Background: an optimization exercise with open tools, aiming at small area and a short achievable clock period. Do not read the settings as production practice. In this exercise RTL edits were held to simulation tests only and were not proved equivalent to the original. Power and IR drop assume default switching activity.

`flow/run.sh`:
```
#!/bin/bash
set -euo pipefail
export BUFFER_PORTS_ARGS="-buffer_cell sky130_fd_sc_hd__buf_1"
bash standard.sh finish > flow_standard.log 2>&1
```
`standard.sh`:
```
#!/bin/bash
# synth_recipe.tcl (not shown) runs the flow's synth.tcl, then flattens the netlist and writes it again
# the make line also repeats each setting of config.mk as NAME=value (left out here)
make -C /OpenROAD-flow-scripts/flow DESIGN_CONFIG=/design/flow/config.mk WORK_HOME=/design/flow/orfs CLKGATE_MAP_FILE= SYNTH_SCRIPT=/design/flow/synth_recipe.tcl "${@:-finish}"
```
`config.mk`:
```
export PLATFORM = sky130hd
export DESIGN_NAME = cache_unit
export DESIGN_NICKNAME = cache_unit
export VERILOG_FILES = /design/flow/design.v
export SDC_FILE = /design/flow/constraint.sdc
export NUM_CORES = 4
export LEC_CHECK = 0
export CAP_MARGIN = 50
export CORE_MARGIN = 2
export CORE_UTILIZATION = 60
export CTS_BUF_LIST = sky130_fd_sc_hd__clkbuf_8
export PLACE_DENSITY = 0.75
export SETUP_SLACK_MARGIN = 1.3
export SLEW_MARGIN = 70
export SYNTH_HIERARCHICAL = 1
```
`constraint.sdc`:
```
create_clock -name core_clock -period 5.0 [get_ports {clk}]
set_input_delay 1.0000 -clock core_clock [delete_from_list [all_inputs] [get_ports {clk}]]
set_output_delay 1.0000 -clock core_clock [all_outputs]
set_load 0.01 [all_outputs]
```
`design.v`:
```
package cache_pkg;
  localparam int LINES  = 4;
  localparam int WORDS  = 4;
  localparam int TAG_W  = 4;
  localparam int IDX_W  = 2;
  localparam int OFF_W  = 2;
  localparam int WORD_W = 32;
  localparam int LINE_W = WORDS * WORD_W;
  localparam int BLK_W  = TAG_W + IDX_W;
  typedef struct packed {
    logic              valid;
    logic              dirty;
    logic [TAG_W-1:0]  tag;
    logic [LINE_W-1:0] data;
  } line_t;
  function automatic logic [WORD_W-1:0] word_of(input logic [LINE_W-1:0] d,
                                                input logic [OFF_W-1:0]  off);
    word_of = d[off*WORD_W +: WORD_W];
  endfunction
  function automatic logic [LINE_W-1:0] put_word(input logic [LINE_W-1:0] d,
                                                 input logic [OFF_W-1:0]  off,
                                                 input logic [WORD_W-1:0] w);
    logic [LINE_W-1:0] r;
    r = d;
    r[off*WORD_W +: WORD_W] = w;
    put_word = r;
  endfunction
endpackage
import cache_pkg::*;
module cu_nand2 (input logic a, b, output logic y);
  assign y = ~(a & b);
endmodule
module cu_sel4 (input logic [3:0] s, input logic [3:0] d, output logic y);
  assign y = ~(~((s[0] & d[0]) | (s[1] & d[1])) & ~((s[2] & d[2]) | (s[3] & d[3])));
endmodule
module cu_nor2 (input logic a, b, output logic y);
  assign y = ~(a | b);
endmodule
module cu_sel16 (input logic [15:0] s, input logic [15:0] d, output logic y);
  logic [3:0] p;
  logic [1:0] q;
  for (genvar k = 0; k < 4; k++) begin : g_q
    cu_sel4 u_s (.s(s[4*k +: 4]), .d(d[4*k +: 4]), .y(p[k]));
  end
  cu_nor2  u_n0 (.a(p[0]), .b(p[1]), .y(q[0]));
  cu_nor2  u_n1 (.a(p[2]), .b(p[3]), .y(q[1]));
  cu_nand2 u_o  (.a(q[0]), .b(q[1]), .y(y));
endmodule
module cu_dec4v (input logic [1:0] a, input logic [3:0] v, output logic [3:0] s);
  assign s[0] = v[0] & ~a[1] & ~a[0];
  assign s[1] = v[1] & ~a[1] &  a[0];
  assign s[2] = v[2] &  a[1] & ~a[0];
  assign s[3] = v[3] &  a[1] &  a[0];
endmodule
module cu_dec4 (input logic [1:0] a, output logic [3:0] s);
  assign s[0] = ~a[1] & ~a[0];
  assign s[1] = ~a[1] &  a[0];
  assign s[2] =  a[1] & ~a[0];
  assign s[3] =  a[1] &  a[0];
endmodule
module cu_dec16v (input logic [1:0] l, input logic [1:0] wd, input logic [3:0] v,
                  output logic [15:0] s);
  always_comb
    for (int i = 0; i < 4; i++)
      for (int w = 0; w < 4; w++)
        s[4*i+w] = v[i] & (l == 2'(i)) & (wd == 2'(w));
endmodule
module cache_unit (
  input  logic                clk,
  input  logic                reset,
  input  logic                update,
  input  logic [31:0]         addr,
  input  logic [WORD_W-1:0]   wdata,
  input  logic [LINE_W-1:0]   fill_data,
  input  logic                memwrite,
  input  logic [IDX_W-1:0]    dbg_line,
  input  logic [OFF_W-1:0]    dbg_word,
  output logic [WORD_W-1:0]   dbg_data,
  output logic                dbg_dirty,
  output logic [WORD_W-1:0]   rdata,
  output logic                miss,
  output logic                victim_dirty,
  output logic [LINE_W-1:0]   wb_data,
  output logic [BLK_W-1:0]    wb_addr
);
  logic [LINES-1:0]             valid_q;
  logic [LINES-1:0]             dirty_q;
  logic [LINES-1:0][TAG_W-1:0]  tag_q;
  logic [LINES*LINE_W-1:0]      data_q;    
  logic [OFF_W-1:0] off;
  logic [IDX_W-1:0] idx;
  logic [TAG_W-1:0] tag;
  logic             unused_addr_hi;
  assign off = addr[OFF_W-1:0];
  assign idx = addr[OFF_W +: IDX_W];
  assign tag = addr[OFF_W+IDX_W +: TAG_W];
  assign unused_addr_hi = ^addr[31:OFF_W+IDX_W+TAG_W];
  localparam int NSEL = 8;
  localparam int NDBG = 2;
  logic [LINES-1:0] sel;           
  logic [NSEL-1:0][LINES-1:0] wsel;
  logic [NDBG-1:0][WORDS-1:0] osel;
  logic [NDBG-1:0][LINES*WORDS-1:0] dsel;
  always_comb
    for (int i = 0; i < LINES; i++)
      sel[i] = valid_q[i] && (idx == IDX_W'(i));
  for (genvar g = 0; g < NSEL; g++) begin : g_sel
    cu_dec4v u_dec (.a(idx), .v(valid_q), .s(wsel[g]));
  end
  for (genvar g = 0; g < NDBG; g++) begin : g_dsel
    cu_dec4  u_odec (.a(off), .s(osel[g]));
    cu_dec16v u_ddec (.l(dbg_line), .wd(dbg_word), .v(valid_q), .s(dsel[g]));
  end
  logic [TAG_W-1:0]  cur_tag;
  logic              cur_dirty;
  logic              dbg_d;
  always_comb begin
    cur_tag   = '0;
    cur_dirty = 1'b0;
    dbg_d     = 1'b0;
    for (int i = 0; i < LINES; i++) begin
      cur_tag   = cur_tag   | ({TAG_W{sel[i]}} & tag_q[i]);
      cur_dirty = cur_dirty | (sel[i] & dirty_q[i]);
      dbg_d     = dbg_d | (valid_q[i] && (dbg_line == IDX_W'(i)) && dirty_q[i]);
    end
  end
  logic [LINE_W-1:0] cur_data;
  for (genvar b = 0; b < LINE_W; b++) begin : g_wb
    cu_sel4 u_wb (.s(wsel[b/(LINE_W/NSEL)]),
                  .d({data_q[3*LINE_W+b], data_q[2*LINE_W+b], data_q[LINE_W+b], data_q[b]}),
                  .y(cur_data[b]));
  end
  for (genvar b = 0; b < WORD_W; b++) begin : g_rd
    cu_sel4 u_rd (.s(osel[b/(WORD_W/NDBG)]),
                  .d({cur_data[3*WORD_W+b], cur_data[2*WORD_W+b], cur_data[WORD_W+b], cur_data[b]}),
                  .y(rdata[b]));
    logic [LINES*WORDS-1:0] dcol;
    for (genvar k = 0; k < LINES*WORDS; k++) begin : g_col
      assign dcol[k] = data_q[k*WORD_W+b];
    end
    cu_sel16 u_dbg (.s(dsel[b/(WORD_W/NDBG)]), .d(dcol), .y(dbg_data[b]));
  end
  logic [LINES-1:0] lhit;
  logic             hit;
  always_comb begin
    hit = 1'b0;
    for (int i = 0; i < LINES; i++) begin
      lhit[i] = valid_q[i] && (tag_q[i] == tag);
      hit     = hit | (lhit[i] && (idx == IDX_W'(i)));
    end
  end
  assign miss         = !hit;
  assign victim_dirty = cur_dirty;
  assign wb_data      = cur_data;
  assign wb_addr      = {cur_tag, idx};
  assign dbg_dirty    = dbg_d;
  logic [WORDS-1:0][WORD_W-1:0] src;
  always_comb
    for (int w = 0; w < WORDS; w++)
      src[w] = update ? fill_data[w*WORD_W +: WORD_W] : wdata;
  always_ff @(posedge clk or posedge reset) begin
    if (reset) valid_q <= '0;
    else begin
      for (int i = 0; i < LINES; i++)
        if (update && idx == IDX_W'(i)) valid_q[i] <= 1'b1;
    end
  end
  always_ff @(posedge clk) begin
    for (int i = 0; i < LINES; i++) begin
      if (idx == IDX_W'(i)) begin
        if (update) begin
          dirty_q[i] <= 1'b0;
          tag_q[i]   <= tag;
        end else if (memwrite && lhit[i]) begin
          dirty_q[i] <= 1'b1;
        end
      end
      for (int w = 0; w < WORDS; w++)
        if (idx == IDX_W'(i) && (update || (memwrite && lhit[i] && off == OFF_W'(w))))
          data_q[(i*WORDS+w)*WORD_W +: WORD_W] <= src[w];
    end
  end
endmodule
```
==> results of run 1 <==
-- worst reg2reg max path: cells and delay by family (launching register included) --
kind | cells | cell delay [ns]
DFF | 1 | 0.58
and+or+nand+nor | 3 | 0.75
AOI/OAI and AO/OA | 1 | 0.31
buffers and inverters | 3 | 0.56
-- metrics by stage --
stage          hold slack (ns)  setup slack, ns  instance area [um2]  cells
3_3_place_gp             0.791            0.600                27000   2936
5_1_grt                  0.249             1.21                30200   3229
6_report                 0.268             1.23                30200   3230
3_5_place_dp             0.733            0.975                27400   2968
2_1_floorplan            0.573            0.588                24200   1982
4_1_cts                  0.238             1.28                29200   3124
-- flip-flops by register name, indices dropped and copies added (netlist names) --
register  cells
data_q      512
valid_q       4
tag_q        16
dirty_q       4
-- modules after synthesis, one instance, submodules excluded, a selection --
module | flops+latches | times used | cells
cu_nand2 | 0 | 32 | 1
cu_nor2 | 0 | 64 | 1
cache_unit | 536 | 1 | 936
cu_sel4 | 0 | 288 | 3
cu_dec4v | 0 | 8 | 4
cu_dec4 | 0 | 2 | 4
-- cell usage in the layout, fill, tap and decap left out, types with 3 or more instances in the layout --
master	n
nand2_1	610
edfxtp_1	532
a22oi_1	530
buf_1	348
clkbuf_8	94
nor2_1	93
buf_4	91
clkbuf_2	68
a22oi_2	46
buf_6	41
buf_2	26
inv_1	24
clkinv_1	19
o21ai_4	16
xor2_1	14
clkinv_2	14
and3b_4	12
buf_12	11
nand3b_1	8
nand2b_1	7
nand2_2	7
nor3b_2	7
nor3_2	6
and3_4	6
a22o_1	4
a221o_1	4
o21ai_0	4
and3b_2	4
bufinv_16	4
dfrtp_2	4
nor4_1	3
buf_8	3
-- power by group --
part | total (mW) | leakage, nW | internal, mW | switching (mW)
clock network | 3.63 | 0.899 | 1.89 | 1.74
logic | 1.67 | 5.80 | 0.504 | 1.17
registers | 5.37 | 4.80 | 5.24 | 0.133
total | 10.7 | 11.5 | 7.63 | 3.04
-- routing by layer --
| metal | GRT usage [%] | routed length (um) | part of all wire, % | vias up |
|---|---|---|---|---|
| met5 | 1.67 | 141 | 0.14 | - |
| met4 | 11.2 | 3580 | 3.6 | 10 |
| met3 | 26.3 | 21600 | 22 | 367 |
| met2 | 62.1 | 40600 | 40 | 2505 |
| li1 | - | - | - | 9147 |
| met1 | 64.5 | 34500 | 34 | 10600 |
-- logic make-up after synthesis --
| kind of cell | count (synthesis) |
|---|---|
| buffers and inverters | 29 |
| AND/OR/NAND/NOR | 791 |
| flip-flops | 536 |
| XOR/XNOR | 16 |
| AO/OA/AOI/OAI | 610 |
-- final timing paths --
path | slack (ns) | end | cells past startpoint | start
max reg2reg | 2.49 | data_q[164] | 7 | valid_q[1]
min | 0.27 | valid_q[1] | 2 | reset
min in group core_clock | 0.69 | data_q[377] | 3 | fill_data[121]
min reg2reg | 0.80 | valid_q[3] | 1 | valid_q[3]
max | 1.23 | rdata[29] | 9 | valid_q[0]
max in group asynchronous | 4.53 | valid_q[3] | 2 | reset
-- repair_timing --
action,4_1_cts,5_1_grt
resized for setup,25,112
pin swaps,2,15
setup buffers,8,43
cloned,0,1
endpoints found under the setup margin,64,51
-- final cells by class --
class,instances,area share [%]
Multi-Input combinational cell,1417,28.3
Sequential cell,536,53.2
Inverter,7,0.0869
Tap cell,525,2.17
Clock buffer,92,4.19
Clock inverter,56,1.11
Antenna cell,1,0.00827
Timing Repair Buffer,596,10.9
==> notes.md, run 1 <==
First-pass DRT Iterations 9; top post-synthesis cells by count nand2_1, a22oi_1, edfxtp_1, nor2_1, o21ai_0; Synth Area in Compound Gates a little under a fifth; CTS sink cnt roughly 540; Max-slew headroom 63.3%; post-route ant nets 0; Max Buffers Root-to-Sink 3; CP max stage delay around 0.48 ns; Max Cap Viol 0; initial antenna violation count 5; die height approximately 200 um; Startpoint Class register; Slowest-stage cell, CP dfrtp_2; Synth area leader edfxtp_1; vias in the first global route roughly 20k; Tot Pwr around 11 mW; global-route wire length before repair roughly 140000 um; Ys Warns 8; DR iter-0 viols 5041; H-tree Lvls 3; mapped cell area roughly 24000 um2; GRT Residual Overflow 0; number of cell rows 73; P per Cell Area around 350 nW/um2; synth top area cells edfxtp_1, a22oi_1, nand2_1; largest family of logic cells by synthesized area compound AO/OA/AOI/OAI gates; via count around 23k; CTS tree yes; syn avg cell area ~12 um2; share of cells above drive strength 1 ~18%; final core utilization about three quarters; area of the multi-input gates 8570 um2; Post-Syn Instances between 1.5k and 2k; pin count of the biggest net entering global routing 57; core box area roughly 40000 um2; Hold Crit Class input port to asynchronous set/reset pin; Synth Area in Simple Gates between 10% and 20%; outcome complete, no violations; Final Cycle Share between 70 and 80%; TNS Setup 0 ns; synth unique cells 36; WP data required approximately 4 ns; Final Slew Violations 0; GRT Util Overall 46.2%; Setup Viol. Count Final 0; DR DRC count 0; die footprint between 40000 and 50000 um2; Critical Path Sink Type primary output; number of flops mapped to enable cells by yosys roughly 530; delay-heaviest family, CP buffers and inverters; ys async rst share 0.746%; CTS root buf clkbuf_8; slew of the pin with the lowest slew margin between 0.5 and 0.6 ns; port bufs 376; Skew-Pair Late Insertion Delay 0.67 ns; Initial Utilization 60.8%; Hold Buf Count CTS 0; Final min period about 3.8 ns; FF/Latch Area roughly 16000 um2; f_max roughly 0.27 GHz; XOR/XNOR share of the synthesized area 0.580%; Clock transition at path regs around 0.07 ns; CP arrival approximately 2.8 ns; endpoints failing hold 0; post-synthesis sequential area ratio about two thirds; DR WL/cell around 31 um; DP Wirelength about 66000 um; post-synth top area share between 60 and 70%; Main synth FF type edfxtp_1; clock buffer count from CTS 83; Layout area overhead 25.2%; routed wire length 100000 um; vias per cell around 7.0; Leak 11.5 nW; Die W between 200 and 250 um; Critical Path, Cell by Cell buf_2 > nor3b_2 > buf_6 > a22oi_1 > nand2_1 > a22oi_1 > buf_2 > nand2_1 > buf_1; post-synthesis adder-cell area fraction 0%; post-synthesis mux area share 0%; maximum vdd ir drop 0.264 mV; Yosys reg bits roughly 540; FILL cells 2575; critical-path maximum fanout 16; # IOs around 400; RSZ-0062 raised after global routing true; CP bufs+invs 4; Post-Syn Nets ~2.2k; Worst Skew 0.0238 ns; top-count cell post-synth nand2_1; Nets ~2.8k; Placer Congestion 0.967; Crit Path Class register to primary output
==> run 2: changes to the inputs <==
--- a/config.mk
+++ b/config.mk
@@ -11,5 +11,5 @@
 export CTS_BUF_LIST = sky130_fd_sc_hd__clkbuf_8
 export PLACE_DENSITY = 0.75
-export SETUP_SLACK_MARGIN = 1.3
+export SETUP_SLACK_MARGIN = 0.8
 export SLEW_MARGIN = 70
 export SYNTH_HIERARCHICAL = 1
==> run 2 against run 1 <==
Sequential cell count stayed put. Fmax decreased by 7.8%. Clock power is essentially flat. Power is 0.73% lower. Clock-buffer cell count stayed put. Global-route usage hardly changed. Largest cell class unchanged. Largest power group unchanged.
==> notes.md, run 2 <==
Final min period around 4 ns; Layout area overhead 22.3%; Critical Path Sink Type primary output; core box area around 40000 um2; post-synth top area share 66.1%; Max-slew headroom 65.9%; Die W roughly 200 um; Hold Crit Class input port to asynchronous set/reset pin; DR DRC count 0; largest registers data_q: 512 flops, tag_q: 16 flops; RSZ-0062 raised after global routing false; Yosys reg bits about 540; top post-synthesis cells by count nand2_1, a22oi_1, edfxtp_1, nor2_1, o21ai_0; post-route ant nets 0; H-tree Lvls 3; DR WL/cell about 31 um; syn avg cell area roughly 12 um2; Clock transition at path regs roughly 0.07 ns; endpoints failing hold 0; Placed Instance Area ~27000 um2; Final Slew Violations 0; GRT Util Overall around 46%; Tot Pwr about 11 mW; top-count cell post-synth nand2_1; Max Cap Viol 0; maximum vdd ir drop 0.219 mV; Nets 2797; Ys Warns 8; Crit Path Class register to primary output; most frequent cells in the layout nand2_1, a22oi_1, edfxtp_1, buf_1; port bufs 376; clock buffer count from CTS a little over 80; non-filler instance count after layout ~3.2k; CTS sink cnt 536; # IOs 401; Hold Buf Count CTS 0; Max Buffers Root-to-Sink 3; critical-path maximum fanout 13; Startpoint Class register; vias per cell about 7; Post-Syn Nets 2182; post_cts resized 0; post-synthesis sequential area ratio around 67%; Design Area, Final approximately 30000 um2; Setup Viol. Count Final 0; share of cells above drive strength 1 between 10 and 15%; DR iter-0 viols around 5.1k; number of flops mapped to enable cells by yosys 532; DP Worst Slack roughly 0.97 ns; post-CTS setup buffer count 0; global-route wire length before repair ~140000 um; GRT Residual Overflow 0; Post-Syn Instances 1982; P per Cell Area ~360 nW/um2; Hold WS between 0.2 and 0.3 ns; Main synth FF type edfxtp_1; mapped cell area between 20000 and 25000 um2; CTS tree yes; final core utilization 74.4%; pin count of the biggest net entering global routing 57; Skew-Pair Late Insertion Delay 0.66 ns; Largest Register data_q; Final Cycle Share 81.9%; commonest non-fill, non-tap cell in the layout nand2_1; First-pass DRT Iterations 11; synth unique cells 36; number of cell rows 73; Placer Congestion between 0.9 and 1; TNS Setup 0 ns; Leak between 10 and 15 nW; die height 205 um; Synth area leader edfxtp_1; via count 22.4k; Initial Utilization between 60% and 70%; die footprint ~42000 um2; Inst Count DP just under 3k; Largest register FFs between 500 and 600; synth top area cells edfxtp_1, a22oi_1, nand2_1; Worst Skew between 0.03 and 0.04 ns; ys async rst share less than 1%; outcome complete, no violations; routed wire length about 99000 um; initial antenna violation count 7; slew of the pin with the lowest slew margin 0.512 ns; CP arrival between 3 and 4 ns; vias in the first global route 20.0k; Final WS setup ~0.91 ns; CTS root buf clkbuf_8; DP Wirelength ~66000 um; WP data required around 4.0 ns; f_max approximately 0.24 GHz
run 2: cell types whose count changed in the layout (fill, tap and decap cells not counted), moves of 5 or more:
| cell | delta |
|---|---|
| a22oi_1 | +32 |
| a22oi_2 | -32 |
| buf_6 | -30 |
| buf_4 | -21 |
| buf_1 | +19 |
| buf_2 | -9 |
| clkdlybuf4s15_2 | +5 |
run 2: final timing paths:
kind,endpoint,cells past startpoint,from,slack (ns)
min reg2reg,valid_q[0],1,valid_q[0],0.73
min in group core_clock,data_q[259],3,fill_data[3],0.69
max reg2reg,data_q[164],7,tag_q[6],2.55
max,dbg_data[13],9,valid_q[0],0.91
min,valid_q[1],2,reset,0.27
max in group asynchronous,valid_q[3],2,reset,4.52
run 2: kinds of logic after synthesis:
group	after synthesis	share of synthesized area, %
compound gates	610	18.8
xor+xnor	16	0.580
buf+inv	29	0.585
flops	536	66.5
simple gates	791	13.5
run 2: layout make-up:
type	instances	area, um2
Sequential cell	536	16100
Fill cell	2687	10200
Multi-Input combinational cell	1417	8370
Timing Repair Buffer	552	2810
Clock buffer	92	1270
Tap cell	525	657
Clock inverter	56	337
Inverter	7	26.3
Antenna cell	5	12.5
run 2: critical path, cell delays in order, from the launching register on:
cell and delay [ns]:
dfrtp_2 0.55, or3b_4 0.46, nor3_4 0.37, buf_4 0.31
a22oi_1 0.13, clkbuf_2 0.18, nand2_1 0.10, nor2_1 0.06
nand2_1 0.10, buf_1 0.16
run 2: modules after synthesis (local to each module, per instance), excerpt:
| module | times used | area, um2 | flops+latches |
|---|---|---|---|
| cu_nor2 | 64 | 3.75 | 0 |
| cu_nand2 | 32 | 3.75 | 0 |
| cache_unit | 1 | 17800 | 536 |
| cu_dec16v | 2 | 118 | 0 |
| cu_sel4 | 288 | 18.8 | 0 |
| cu_dec4 | 2 | 26.3 | 0 |
| cu_dec4v | 8 | 32.5 | 0 |
run 2: power by group:
part / total [mW] / switching, mW / internal [mW]
Combinational: 1.62 / 1.15 / 0.471
Clock: 3.61 / 1.72 / 1.89
Sequential: 5.37 / 0.129 / 5.24
Total: 10.6 / 2.99 / 7.60
run 2: metal layers:
metal	up-vias	wire, um	global-route usage, %
met5	-	115	1.67
met4	6	3590	10.5
met3	354	21700	25.4
met2	2565	39500	61.7
met1	10400	33900	65.8
li1	9063	-	-
==> run 3: changes to the inputs <==
--- a/config.mk
+++ b/config.mk
@@ -10,6 +10,8 @@
 export CORE_UTILIZATION = 60
 export CTS_BUF_LIST = sky130_fd_sc_hd__clkbuf_8
+export CTS_CLUSTER_DIAMETER = 70
+export CTS_CLUSTER_SIZE = 14
 export PLACE_DENSITY = 0.75
-export SETUP_SLACK_MARGIN = 0.8
+export SETUP_SLACK_MARGIN = 1.3
 export SLEW_MARGIN = 70
 export SYNTH_HIERARCHICAL = 1
==> run 3 against run 2 <==
Via count about the same. Critical path type unchanged. Largest cell class unchanged. Combinational power increased by 3%. Sequential cell count unchanged.
==> notes.md, run 3 <==
clock buffer count from CTS 44; top post-synthesis cells by count nand2_1, a22oi_1, edfxtp_1, nor2_1, o21ai_0; post-synthesis sequential area ratio between 60% and 70%; port bufs 376; DP Wirelength approximately 66000 um; GRT Util Overall between 40% and 50%; Placer Congestion 0.967; f_max between 0.2 and 0.3 GHz; P_sw about 2.7 mW; outcome complete, no violations; Post-Syn Nets between 2k and 2.5k; endpoints failing hold 0; Synth area leader edfxtp_1; vias in the first global route 19.5k; Largest Register data_q; maximum vdd ir drop 0.218 mV; via count about 22k; P per Cell Area 316 nW/um2; CP arrival between 2 and 3 ns; Hold Crit Class input port to asynchronous set/reset pin; Comb pwr share about 18%; Final Cycle Share 75.9%; syn avg cell area 12.2 um2; routed wire length ~100000 um; DR WL/cell 31.5 um; First-pass DRT Iterations 10; largest registers data_q: 512 flops, tag_q: 16 flops; Max Cap Viol 0; core box area between 30000 and 40000 um2; die footprint around 42000 um2; crit path to rdata[29]; Layout area overhead 21.6%; Clock transition at path regs 0.09 ns; synth unique cells 36; Synth Area in Simple Gates between 10 and 15%; Nets around 2.8k; synth top area cells edfxtp_1, a22oi_1, nand2_1; Slowest-stage cell, CP dfrtp_2; Die W just over 200 um; Switching Share between 20% and 30%; post-synth top area share between 60% and 70%; Crit path depth 7; largest family of logic cells by synthesized area compound AO/OA/AOI/OAI gates; Synth Area in Compound Gates 18.8%; Clk pwr share about a quarter; Final min period ~3.8 ns; post-synthesis adder-cell area fraction 0%; CP max stage delay about 0.55 ns; CTS root buf clkbuf_8; GRT Residual Overflow 0; Leak approximately 11 nW; Post-Syn Instances between 1.5k and 2k; global-route wire length before repair between 100000 and 150000 um; DR iter-0 viols ~5k; Placed Instance Area around 27000 um2; Critical Path, Cell by Cell and3b_2 > a22oi_1 > nand2_1 > a22oi_1 > clkdlybuf4s15_2 > nand2_1 > buf_1; Startpoint Class register; post-synthesis mux area share 0%; WP data required around 4.0 ns; most frequent cells in the layout nand2_1, a22oi_1, edfxtp_1, buf_1, buf_4; delay-heaviest family, CP simple AND/OR/NAND/NOR gates; Skew-Pair Late Insertion Delay 0.65 ns; mapped cell area 24200 um2; TNS Setup 0 ns; Initial Utilization ~61%; DR DRC count 0; commonest non-fill, non-tap cell in the layout nand2_1; Max-slew headroom between 60% and 70%; Crit Path Class register to primary output; share of cells above drive strength 1 between 10% and 20%; CTS sink cnt 536; slew of the pin with the lowest slew margin ~0.53 ns; Yosys reg bits approximately 540; final core utilization between 70% and 80%; Reg2Reg Setup Slack ~2.5 ns; initial antenna violation count 3; Main synth FF type edfxtp_1; r2r endpoint data_q[163]; sequential fraction of design power approximately 58%; RSZ-0062 raised after global routing true; XOR/XNOR share of the synthesized area 0.580%; Design Area, Final ~29000 um2; ys async rst share less than 1%; Worst Skew 0.0210 ns; H-tree Lvls 2; vias per cell ~7.1; Internal Power 6.56 mW; number of cell rows 73; # IOs 401; top-count cell post-synth nand2_1; Final Slew Violations 0; worst r2r path cells 7; CTS tree yes; number of flops mapped to enable cells by yosys between 500 and 600; Worst R2R Start valid_q[1]; pin count of the biggest net entering global routing 57; Setup Viol. Count Final 0; Critical Path Source valid_q[2]; Critical Path Sink Type primary output; critical-path maximum fanout 16; Largest register FFs ~510; post-route ant nets 0; CP bufs+invs 2; Max Buffers Root-to-Sink 3; die height approximately 200 um; Ys Warns 8
-- run 3: cell types whose count changed in the layout (fill, tap and decap cells not counted), moves of 18 or more --
cell / delta
clkbuf_8: -48
buf_4: +29
a22oi_1: -21
buf_6: +22
a22oi_2: +21
clkinv_1: -18
-- run 3: area by class of cell --
type,instances,area (um2)
Antenna cell,2,5.00
Tap cell,525,657
Timing Repair Buffer,607,3390
Clock inverter,19,76.3
Clock buffer,45,619
Multi-Input combinational cell,1418,8530
Sequential cell,536,16100
Inverter,7,26.3
Fill cell,2703,10400
-- run 3: kinds of logic after synthesis --
family          count (synthesis)
compound gates                610
xor+xnor                       16
buf+inv                        29
flops                         536
simple gates                  791
-- run 3: modules after synthesis (local to each module, per instance), excerpt --
module,copies in the design,cells inside,flip-flops and latches
cu_nor2,64,1,0
cu_dec4,2,4,0
cu_dec4v,8,4,0
cu_nand2,32,1,0
cu_dec16v,2,23,0
cache_unit,1,936,536
cu_sel4,288,3,0
-- run 3: power groups by stage --
| stage | sequential, mW | clock, mW | combinational [mW] |
|---|---|---|---|
| floorplan | 5.42 | 0 | 0.769 |
| global placement | 5.43 | 0 | 1.43 |
| detailed placement | 5.45 | 0 | 1.49 |
| CTS | 5.35 | 2.21 | 1.51 |
| global route | 5.38 | 2.37 | 1.73 |
| finish | 5.36 | 2.25 | 1.67 |
-- run 3: metrics by stage --
step | cells | setup slack [ns] | hold WS [ns] | power, mW
floorplan | 1982 | 0.588 | 0.573 | 6.18
global placement | 2936 | 0.600 | 0.791 | 6.86
detailed placement | 2968 | 0.975 | 0.733 | 6.94
CTS | 3038 | 1.29 | 0.252 | 9.06
global route | 3157 | 1.19 | 0.282 | 9.48
finish | 3159 | 1.20 | 0.277 | 9.27
-- run 3: worst min-delay path by stage --
stage,to,slack (ns),cells after the start
after floorplan,valid_q[0],0.57,1
after global placement,valid_q[0],0.79,1
after detailed placement,valid_q[1],0.73,1
after CTS,valid_q[3],0.25,2
after global routing,valid_q[3],0.28,2
final,valid_q[3],0.28,2
-- run 3: metal layers --
layer	vias to the layer above	track usage, %	routed length [um]
met5	-	1.67	104
met4	4	9.96	3500
met3	347	25.8	22100
met2	2568	61.1	39800
met1	10400	64.4	34100
li1	9042	-	-
-- run 3: worst register-to-register path: cells and delay by family (launching register included) --
kind / cells / cell delay (ns)
flip-flops: 1 / 0.60
AO/OA/AOI/OAI: 1 / 0.31
buffers and inverters: 3 / 0.55
AND/OR/NAND/NOR: 3 / 0.75
-- run 3: timing repair --
action,CTS,global route
setup endpoints to repair,64,49
hold buffers,0,0
gates cloned,0,2
pin swaps,3,5
setup buffers,6,52
resized for setup,24,71

==> what the ideal ports hide <==
No port has a modelled driver above. Below, the same layouts with a new extraction and two added sets of constraints.
Step 1 assumes that a clkbuf_16 drives the clock port and a buf_2 every other input.
Step 2, shift: input delay + t, output delay - t, t = (earliest + latest rising clock arrival at the registers) / 2. This alone moves slack from input paths to output paths.
Three values: ideal, step 1, step 2; two values: the first two.
run | t, ns | slack for setup (ns) | worst slew at a driven data input, ns
run 1 | 0.711 | 1.227 / 1.171 / 1.192 | 0.10
run 2 | 0.704 | 0.907 / 0.851 / 0.900 | 0.12
run 3 | 0.695 | 1.203 / 1.119 / 1.119 | 0.13
After both steps every run listed still meets setup and hold. The setup slack of run 3, which loses most, moves by -0.084 ns with the drivers and by -0.084 ns with both steps.
